This design comes from an exercise in tuning for small area, a short achievable clock period and few clock cycles on the open sky130 flow, not from production work.
At most, simulation tests tie the RTL to the original design; equivalence was not proved.

==> job 3222 <==
==> flow/design.v (excerpt) <==
module mac_top #(
  parameter int NR = 4       
) (
  input  logic         clk,
  input  logic         reset,
  input  logic         cmd_valid,
  output logic         cmd_ready,
  input  logic [11:0]  cmd,
  input  logic         beat_valid,
  output logic         beat_ready,
  input  logic [63:0]  beat,
  output logic         res_valid,
  input  logic         res_ready,
  output logic [127:0] res
);
  logic        beat_fire, beat_first, beat_last;
  logic [3:0]  beat_cfg;
  logic        cfg_single, cfg_dual, cfg_quad;
  logic [31:0] r1_aD, r1_aH, r1_aX;
  logic [15:0] r1_one, r1_two, r1_neg, r1_negH, r1_negX;
  logic [3:0]  r1_uS;
  logic [1:0]  r1_uD;
  logic        r1_uQ;
  logic [15:0] bo_one, bo_two, bo_neg;
  logic        r1_v, r1_first, r1_last, r1_acc, r1_sgn, r1_single, r1_dual, r1_quad;
  logic [NR*64-1:0] m_rows, r2_rows;
  logic [3:0]  m_ob, r2_ob;
  logic        r2_v, r2_last, r2_keep, r2_single, r2_dual, r2_quad;
  mac_ctrl_fsm u_ctrl (
    .clk        (clk),
    .reset      (reset),
    .cmd_valid  (cmd_valid),
    .cmd_ready  (cmd_ready),
    .cmd        (cmd),
    .beat_valid (beat_valid),
    .beat_ready (beat_ready),
    .res_fire   (res_valid & res_ready),
    .beat_fire  (beat_fire),
    .beat_first (beat_first),
    .beat_last  (beat_last),
    .beat_cfg   (beat_cfg)
  );
  assign cfg_dual   = (beat_cfg[1:0] == 2'b01);
  assign cfg_quad   = (beat_cfg[1:0] == 2'b10);
  assign cfg_single = ~(cfg_dual | cfg_quad);
  always_comb begin
    for (int k = 0; k < 16; k++) begin
      logic b2, b1, b0;
      b2 = beat[2*k+1];
      b1 = beat[2*k];
      if (k == 0)       b0 = 1'b0;
      else if (k == 8)  b0 = beat[15] & cfg_quad;
  ...
export LEC_CHECK = 0
export CAP_MARGIN = 20
export CORE_MARGIN = 2
export CORE_UTILIZATION = 40
export SLEW_MARGIN = 20
export SYNTH_HIERARCHICAL = 1
create_clock -name core_clock -period 12.5 [get_ports {clk}]
run.sh (not shown) runs the stock make flow with config.mk's settings and CLKGATE_MAP_FILE= SYNTH_SCRIPT=/design/flow/synth_recipe.tcl, a recipe that flattens the netlist after the stock synthesis.
==> job 8302 (differences from job 3222) <==
==> flow/flow/run.sh (new file) <==
#!/bin/bash
# Layout flow: the standard flow (standard.sh: ORFS synthesis, floorplan,
# placement, clock tree, routing and finish, all unchanged) with one change:
# its timing repair (after floorplan, after clock tree synthesis and after
# global routing) is asked for setup slack beyond what the 12.5 ns clock needs,
# so that it sizes and buffers the design for a shorter achieved period.
# The clock period, the SDC, the synthesis, the port buffers, the clock tree
# and the power grid are the standard flow's.  make's whole output goes to
# flow.log here; each ORFS step also keeps its own log under orfs/logs/.
set -euo pipefail
export SETUP_SLACK_MARGIN=8.2
bash standard.sh > flow.log 2>&1
==> flow/standard.sh (new file) <==
#!/bin/bash
# synth_recipe.tcl (not shown) runs the flow's synth.tcl, then flattens the netlist and writes it again
# the make line also repeats each setting of config.mk as NAME=value (left out here)
make -C /OpenROAD-flow-scripts/flow DESIGN_CONFIG=/design/flow/config.mk WORK_HOME=/design/flow/orfs CLKGATE_MAP_FILE= SYNTH_SCRIPT=/design/flow/synth_recipe.tcl "${@:-finish}"
removed: flow/run.sh
==> job 1826 (differences from job 3222) <==
--- a/flow/design.v
+++ b/flow/design.v
@@ -3883,22 +3883,21 @@
     .x    (x),
     .y    (y),
     .cc0  (cc0),
     .cc1  (cc1),
     .cc2  (cc2),
     .cc3  (cc3)
   );
-  for (genvar c = 0; c < 4; c++) begin : g_add
-    mac_add16 u_add (
-      .a  (x[16*c +: 16]),
-      .b  (y[16*c +: 16]),
-      .ci (c == 0 ? 1'b0 : plk[c]),
-      .s  (low_d[16*c +: 16]),
-      .co (co[c])
-    );
+  always_comb begin
+    for (int c = 0; c < 4; c++) begin
+      logic [16:0] s;
+      s = {1'b0, x[16*c +: 16]} + {1'b0, y[16*c +: 16]} + 17'(c == 0 ? 1'b0 : plk[c]);
+      low_d[16*c +: 16] = s[15:0];
+      co[c] = s[16];
+    end
   end
   assign e = ~ob & ft;
   always_ff @(posedge clk) begin
     low   <= low_d;
     pl    <= co[2:0] & ~ft[2:0];
     p_cc0 <= cc0;
     p_cc1 <= cc1;
@@ -3906,55 +3905,46 @@
     p_cc3 <= cc3;
     p_cpa <= co & ft;
     p_e   <= e;
     acc_single <= single;
     acc_dual   <= dual;
   end
   always_comb begin
-    logic [NR-1:0] b;
-    logic any, two;
+    logic [2:0] t;
     for (int k = 0; k < 4; k++) begin
       case (k)
-        0: b = {p_cc0, p_cpa[0]};
-        1: b = {p_cc1, p_cpa[1]};
-        2: b = {p_cc2, p_cpa[2]};
-        default: b = {p_cc3, p_cpa[3]};
+        0: t = 3'(p_cc0[0]) + 3'(p_cc0[1]) + 3'(p_cc0[2]) + 3'(p_cpa[0]);
+        1: t = 3'(p_cc1[0]) + 3'(p_cc1[1]) + 3'(p_cc1[2]) + 3'(p_cpa[1]);
+        2: t = 3'(p_cc2[0]) + 3'(p_cc2[1]) + 3'(p_cc2[2]) + 3'(p_cpa[2]);
+        default: t = 3'(p_cc3[0]) + 3'(p_cc3[1]) + 3'(p_cc3[2]) + 3'(p_cpa[3]);
       endcase
-      any = |b;
-      two = 1'b0;
-      for (int i = 0; i < NR; i++)
-        for (int j = i + 1; j < NR; j++)
-          two = two | (b[i] & b[j]);
-      dm[k] = p_e[k] & ~any;
-      dp[k] = p_e[k] ? two : (any & ~two);
-      dq[k] = ~p_e[k] & two;
+      dm[k] = p_e[k] & (t == 3'd0);
+      dp[k] = p_e[k] ? (t == 3'd2) : (t == 3'd1);
+      dq[k] = ~p_e[k] & (t == 3'd2);
       dz[k] = ~(dm[k] | dp[k] | dq[k]);
     end
   end
   function automatic integer fbot(input integer c, input logic sg, input logic du);
     fbot = sg ? c : du ? (c & 2) : 0;
   endfunction
   function automatic integer ftop(input integer c, input logic sg, input logic du);
     ftop = sg ? c : du ? (c | 1) : 3;
   endfunction
   logic [3:0] a1, a0, a2;         
   logic [15:0] c_m1 [4], c_p1 [4], c_p2 [4];
-  for (genvar c = 0; c < 4; c++) begin : g_step
-    mac_step16 u_step (
-      .h  (high[16*c +: 16]),
-      .m1 (c_m1[c]),
-      .p1 (c_p1[c]),
-      .p2 (c_p2[c]),
-      .a1 (a1[c]),
-      .a0 (a0[c]),
-      .a2 (a2[c])
-    );
-  end
   always_comb begin
     for (int c = 0; c < 4; c++) begin
+      a1[c]   = &high[16*c +: 16];
+      a0[c]   = ~|high[16*c +: 16];
+      a2[c]   = &high[16*c+1 +: 15];
+      c_m1[c] = high[16*c +: 16] - 16'd1;
+      c_p1[c] = high[16*c +: 16] + 16'd1;
+      c_p2[c] = high[16*c +: 16] + 16'd2;
+    end
+    for (int c = 0; c < 4; c++) begin
       integer s;
       logic lo1, lo0, lq1;        
       s = fbot(c, acc_single, acc_dual);
       lo1 = 1'b1;
       lo0 = 1'b1;
       lq1 = 1'b1;
       for (int k = 0; k < 3; k++) begin
@@ -3980,29 +3970,20 @@
   always_ff @(posedge clk) begin
     high <= keep ? hp : 64'd0;
   end
   logic [3:0]  ci;            
   logic [3:0]  fc;            
   logic [63:0] low_f, high_f;
   logic [3:0]  em, ez, ep, eq;
-  logic [15:0] l_p1 [4];
-  logic [3:0]  la1;           
-  for (genvar c = 0; c < 4; c++) begin : g_linc
-    mac_inc16 u_inc (
-      .h  (low[16*c +: 16]),
-      .p1 (l_p1[c]),
-      .a1 (la1[c])
-    );
-  end
   always_comb begin
     for (int c = 0; c < 4; c++) begin
       if (fbot(c, acc_single, acc_dual) == c) ci[c] = 1'b0;
-      else ci[c] = pl[c] | (ci[c-1] & la1[c-1]);
-      low_f[16*c +: 16] = ci[c] ? l_p1[c] : low[16*c +: 16];
-      fc[c] = (ftop(c, acc_single, acc_dual) == c) & ci[c] & la1[c];
+      else ci[c] = pl[c] | (ci[c-1] & (&low[16*(c-1) +: 16]));
+      low_f[16*c +: 16] = ci[c] ? low[16*c +: 16] + 16'd1 : low[16*c +: 16];
+      fc[c] = (ftop(c, acc_single, acc_dual) == c) & ci[c] & (&low[16*c +: 16]);
     end
     em = dm & ~fc;
     ez = (dz & ~fc) | (dm & fc);
     ep = (dp & ~fc) | (dz & fc);
     eq = dq | (dp & fc);
     for (int c = 0; c < 4; c++) begin
       integer f;
@@ -4032,47 +4013,14 @@
       res_valid <= move | (res_valid & ~res_ready);
     end
   end
   always_ff @(posedge clk) begin
     if (move) res <= unpacked;
   end
 endmodule
-module mac_add16 (
-  input  logic [15:0] a,
-  input  logic [15:0] b,
-  input  logic        ci,
-  output logic [15:0] s,
-  output logic        co
-);
-  assign {co, s} = {1'b0, a} + {1'b0, b} + 17'(ci);
-endmodule
-module mac_step16 (
-  input  logic [15:0] h,
-  output logic [15:0] m1,
-  output logic [15:0] p1,
-  output logic [15:0] p2,
-  output logic        a1,      
-  output logic        a0,      
-  output logic        a2       
-);
-  assign m1 = h - 16'd1;
-  assign p1 = h + 16'd1;
-  assign p2 = h + 16'd2;
-  assign a1 = &h;
-  assign a0 = ~|h;
-  assign a2 = &h[15:1];
-endmodule
-module mac_inc16 (
-  input  logic [15:0] h,
-  output logic [15:0] p1,
-  output logic        a1       
-);
-  assign p1 = h + 16'd1;
-  assign a1 = &h;
-endmodule
 module mac_top #(
   parameter int NR = 4       
 ) (
   input  logic         clk,
   input  logic         reset,
   input  logic         cmd_valid,
   output logic         cmd_ready,
==> job 4660 (differences from job 3222) <==
--- a/flow/design.v
+++ b/flow/design.v
@@ -3883,22 +3883,21 @@
     .x    (x),
     .y    (y),
     .cc0  (cc0),
     .cc1  (cc1),
     .cc2  (cc2),
     .cc3  (cc3)
   );
-  for (genvar c = 0; c < 4; c++) begin : g_add
-    mac_add16 u_add (
-      .a  (x[16*c +: 16]),
-      .b  (y[16*c +: 16]),
-      .ci (c == 0 ? 1'b0 : plk[c]),
-      .s  (low_d[16*c +: 16]),
-      .co (co[c])
-    );
+  always_comb begin
+    for (int c = 0; c < 4; c++) begin
+      logic [16:0] s;
+      s = {1'b0, x[16*c +: 16]} + {1'b0, y[16*c +: 16]} + 17'(c == 0 ? 1'b0 : plk[c]);
+      low_d[16*c +: 16] = s[15:0];
+      co[c] = s[16];
+    end
   end
   assign e = ~ob & ft;
   always_ff @(posedge clk) begin
     low   <= low_d;
     pl    <= co[2:0] & ~ft[2:0];
     p_cc0 <= cc0;
     p_cc1 <= cc1;
@@ -3906,55 +3905,46 @@
     p_cc3 <= cc3;
     p_cpa <= co & ft;
     p_e   <= e;
     acc_single <= single;
     acc_dual   <= dual;
   end
   always_comb begin
-    logic [NR-1:0] b;
-    logic any, two;
+    logic [2:0] t;
     for (int k = 0; k < 4; k++) begin
       case (k)
-        0: b = {p_cc0, p_cpa[0]};
-        1: b = {p_cc1, p_cpa[1]};
-        2: b = {p_cc2, p_cpa[2]};
-        default: b = {p_cc3, p_cpa[3]};
+        0: t = 3'(p_cc0[0]) + 3'(p_cc0[1]) + 3'(p_cc0[2]) + 3'(p_cpa[0]);
+        1: t = 3'(p_cc1[0]) + 3'(p_cc1[1]) + 3'(p_cc1[2]) + 3'(p_cpa[1]);
+        2: t = 3'(p_cc2[0]) + 3'(p_cc2[1]) + 3'(p_cc2[2]) + 3'(p_cpa[2]);
+        default: t = 3'(p_cc3[0]) + 3'(p_cc3[1]) + 3'(p_cc3[2]) + 3'(p_cpa[3]);
       endcase
-      any = |b;
-      two = 1'b0;
-      for (int i = 0; i < NR; i++)
-        for (int j = i + 1; j < NR; j++)
-          two = two | (b[i] & b[j]);
-      dm[k] = p_e[k] & ~any;
-      dp[k] = p_e[k] ? two : (any & ~two);
-      dq[k] = ~p_e[k] & two;
+      dm[k] = p_e[k] & (t == 3'd0);
+      dp[k] = p_e[k] ? (t == 3'd2) : (t == 3'd1);
+      dq[k] = ~p_e[k] & (t == 3'd2);
       dz[k] = ~(dm[k] | dp[k] | dq[k]);
     end
   end
   function automatic integer fbot(input integer c, input logic sg, input logic du);
     fbot = sg ? c : du ? (c & 2) : 0;
   endfunction
   function automatic integer ftop(input integer c, input logic sg, input logic du);
     ftop = sg ? c : du ? (c | 1) : 3;
   endfunction
   logic [3:0] a1, a0, a2;         
   logic [15:0] c_m1 [4], c_p1 [4], c_p2 [4];
-  for (genvar c = 0; c < 4; c++) begin : g_step
-    mac_step16 u_step (
-      .h  (high[16*c +: 16]),
-      .m1 (c_m1[c]),
-      .p1 (c_p1[c]),
-      .p2 (c_p2[c]),
-      .a1 (a1[c]),
-      .a0 (a0[c]),
-      .a2 (a2[c])
-    );
-  end
   always_comb begin
     for (int c = 0; c < 4; c++) begin
+      a1[c]   = &high[16*c +: 16];
+      a0[c]   = ~|high[16*c +: 16];
+      a2[c]   = &high[16*c+1 +: 15];
+      c_m1[c] = high[16*c +: 16] - 16'd1;
+      c_p1[c] = high[16*c +: 16] + 16'd1;
+      c_p2[c] = high[16*c +: 16] + 16'd2;
+    end
+    for (int c = 0; c < 4; c++) begin
       integer s;
       logic lo1, lo0, lq1;        
       s = fbot(c, acc_single, acc_dual);
       lo1 = 1'b1;
       lo0 = 1'b1;
       lq1 = 1'b1;
       for (int k = 0; k < 3; k++) begin
@@ -3980,29 +3970,20 @@
   always_ff @(posedge clk) begin
     high <= keep ? hp : 64'd0;
   end
   logic [3:0]  ci;            
   logic [3:0]  fc;            
   logic [63:0] low_f, high_f;
   logic [3:0]  em, ez, ep, eq;
-  logic [15:0] l_p1 [4];
-  logic [3:0]  la1;           
-  for (genvar c = 0; c < 4; c++) begin : g_linc
-    mac_inc16 u_inc (
-      .h  (low[16*c +: 16]),
-      .p1 (l_p1[c]),
-      .a1 (la1[c])
-    );
-  end
   always_comb begin
     for (int c = 0; c < 4; c++) begin
       if (fbot(c, acc_single, acc_dual) == c) ci[c] = 1'b0;
-      else ci[c] = pl[c] | (ci[c-1] & la1[c-1]);
-      low_f[16*c +: 16] = ci[c] ? l_p1[c] : low[16*c +: 16];
-      fc[c] = (ftop(c, acc_single, acc_dual) == c) & ci[c] & la1[c];
+      else ci[c] = pl[c] | (ci[c-1] & (&low[16*(c-1) +: 16]));
+      low_f[16*c +: 16] = ci[c] ? low[16*c +: 16] + 16'd1 : low[16*c +: 16];
+      fc[c] = (ftop(c, acc_single, acc_dual) == c) & ci[c] & (&low[16*c +: 16]);
     end
     em = dm & ~fc;
     ez = (dz & ~fc) | (dm & fc);
     ep = (dp & ~fc) | (dz & fc);
     eq = dq | (dp & fc);
     for (int c = 0; c < 4; c++) begin
       integer f;
@@ -4032,47 +4013,14 @@
       res_valid <= move | (res_valid & ~res_ready);
     end
   end
   always_ff @(posedge clk) begin
     if (move) res <= unpacked;
   end
 endmodule
-module mac_add16 (
-  input  logic [15:0] a,
-  input  logic [15:0] b,
-  input  logic        ci,
-  output logic [15:0] s,
-  output logic        co
-);
-  assign {co, s} = {1'b0, a} + {1'b0, b} + 17'(ci);
-endmodule
-module mac_step16 (
-  input  logic [15:0] h,
-  output logic [15:0] m1,
-  output logic [15:0] p1,
-  output logic [15:0] p2,
-  output logic        a1,      
-  output logic        a0,      
-  output logic        a2       
-);
-  assign m1 = h - 16'd1;
-  assign p1 = h + 16'd1;
-  assign p2 = h + 16'd2;
-  assign a1 = &h;
-  assign a0 = ~|h;
-  assign a2 = &h[15:1];
-endmodule
-module mac_inc16 (
-  input  logic [15:0] h,
-  output logic [15:0] p1,
-  output logic        a1       
-);
-  assign p1 = h + 16'd1;
-  assign a1 = &h;
-endmodule
 module mac_top #(
   parameter int NR = 4       
 ) (
   input  logic         clk,
   input  logic         reset,
   input  logic         cmd_valid,
   output logic         cmd_ready,
==> flow/flow/run.sh (new file) <==
#!/bin/bash
# Layout flow: the standard flow (standard.sh: ORFS synthesis, floorplan,
# placement, clock tree, routing and finish, all unchanged) with one change:
# its timing repair (after floorplan, after clock tree synthesis and after
# global routing) is asked for setup slack beyond what the 12.5 ns clock needs,
# so that it sizes and buffers the design for a shorter achieved period.
# The clock period, the SDC, the synthesis, the port buffers, the clock tree
# and the power grid are the standard flow's.  make's whole output goes to
# flow.log here; each ORFS step also keeps its own log under orfs/logs/.
set -euo pipefail
export SETUP_SLACK_MARGIN=8.2
bash standard.sh > flow.log 2>&1
==> flow/standard.sh (new file) <==
#!/bin/bash
# synth_recipe.tcl (not shown) runs the flow's synth.tcl, then flattens the netlist and writes it again
# the make line also repeats each setting of config.mk as NAME=value (left out here)
make -C /OpenROAD-flow-scripts/flow DESIGN_CONFIG=/design/flow/config.mk WORK_HOME=/design/flow/orfs CLKGATE_MAP_FILE= SYNTH_SCRIPT=/design/flow/synth_recipe.tcl "${@:-finish}"
removed: flow/run.sh
==> qor.yml <==
timing.critical_path.slowest_stage_cell: "fa_1"
fin_nets: 6838
outcome: "no timing/DRC/antenna violations"
fraction_of_final_layout_cells_with_drive_strength_greater_than_1_pct: 9.42
wl_met3_um: 19200
powerSeq_mw: 3.77
wl_met1_um: 89700
power.switching_mw: 6.43
nNonClkInverters: 387
crit_cells: 17
die_w_um: 392
dieArea_sq_mm: 0.153
layout.clock_buffers: 120
cp_max_fo: 2
worst_setup_path_startpoint: "r2_rows[144]"
post_synthesis_instance_total: 6187
post-route-period-util_pct: 36.2
clockPowerShare_pct: 20.2
floorplan.core_area_sq_mm: 0.150
That was job 4660.
==> qor.yml <==
layout.clock_buffers: 120
powerSeq_mw: 3.71
power.switching_mw: 6.24
fraction_of_final_layout_cells_with_drive_strength_greater_than_1_pct: 6.79
post_synthesis_instance_total: 6187
cp_max_fo: 65
outcome: "no timing/DRC/antenna violations"
dieArea_sq_mm: 0.153
wl_met3_um: 20300
post-route-period-util_pct: 42.2
That was job 1826.
==> qor.yml <==
powerSeq_mw: 3.82
fraction_of_final_layout_cells_with_drive_strength_greater_than_1_pct: 8.20
clockPowerShare_pct: 20.5
worst_setup_path_startpoint: "r1_quad"
wl_met3_um: 20500
outcome: "no timing/DRC/antenna violations"
cp_max_fo: 57
layout.clock_buffers: 124
antennaDiodeCount: 2
fin_nets: 6839
power.switching_mw: 5.79
post_synthesis_instance_total: 6302
htreeDepth: 3
wl_met1_um: 88300
crit_cells: 10
That was job 8302.
==> qor.yml <==
cp_max_fo: 69
critPathKind: "reg2reg"
post-route-period-util_pct: 41.7
layout.clock_buffers: 112
worst_setup_path_startpoint: "r2_keep"
row_count: 144
outcome: "no timing/DRC/antenna violations"
dieArea_sq_mm: 0.158
timing.critical_path.slowest_stage_cell: "buf_4"
power.switching_mw: 5.67
crit_cells: 14
post_drt_via_cell_ratio: 5.85
die_w_um: 397
powerSeq_mw: 3.85
fin_nets: 6803
nNonClkInverters: 358
fraction_of_final_layout_cells_with_drive_strength_greater_than_1_pct: 7.32
clockPowerShare_pct: 22.3
That was job 3222.
Testbench counts of job 1826, summed over its fixed seeds: cycles 16,047.
Testbench counts of job 4660, summed over its fixed seeds: cycles 16,047.
For job 3222 and job 8302, only the layout was checked, not whether the RTL still works.

## afterwards: timing with drivers on the ports
Ports are ideal in the flow. The routed layouts listed here were re-timed in OpenROAD. Step 1 sets driving cells, clkbuf_16 on the clock port and buf_2 on the other inputs (assumed; they add their load-dependent delay and slew). Step 2 adds t to the input delays and takes it off the output delays; t is the mean of the earliest and latest rising clock arrival at the registers after step 1. Input paths then give back, and output paths get back, about the clock's delay inside the block. Three values: no drivers, after step 1, after step 2; two values: the first two.
| run | shift t [ns] | setup slack, ns | worst setup path at the end | latest minus earliest clock arrival (ns) |
|---|---|---|---|---|
| job 3222 | 0.793 | 7.288 / 7.288 / 7.288 | register to register | 0.048 / 0.048 |
| job 8302 | 0.788 | 8.200 / 8.200 / 7.578 | input to register | 0.056 / 0.057 |
| job 1826 | 0.796 | 7.226 / 7.226 / 7.226 | register to register | 0.030 / 0.030 |
| job 4660 | 0.800 | 7.980 / 7.980 / 7.736 | input to register | 0.051 / 0.051 |
After both steps setup and hold are still met in every run listed. For job 8302, which loses most, drivers alone change the setup slack by 0.000 ns; drivers and shift together by -0.622 ns.
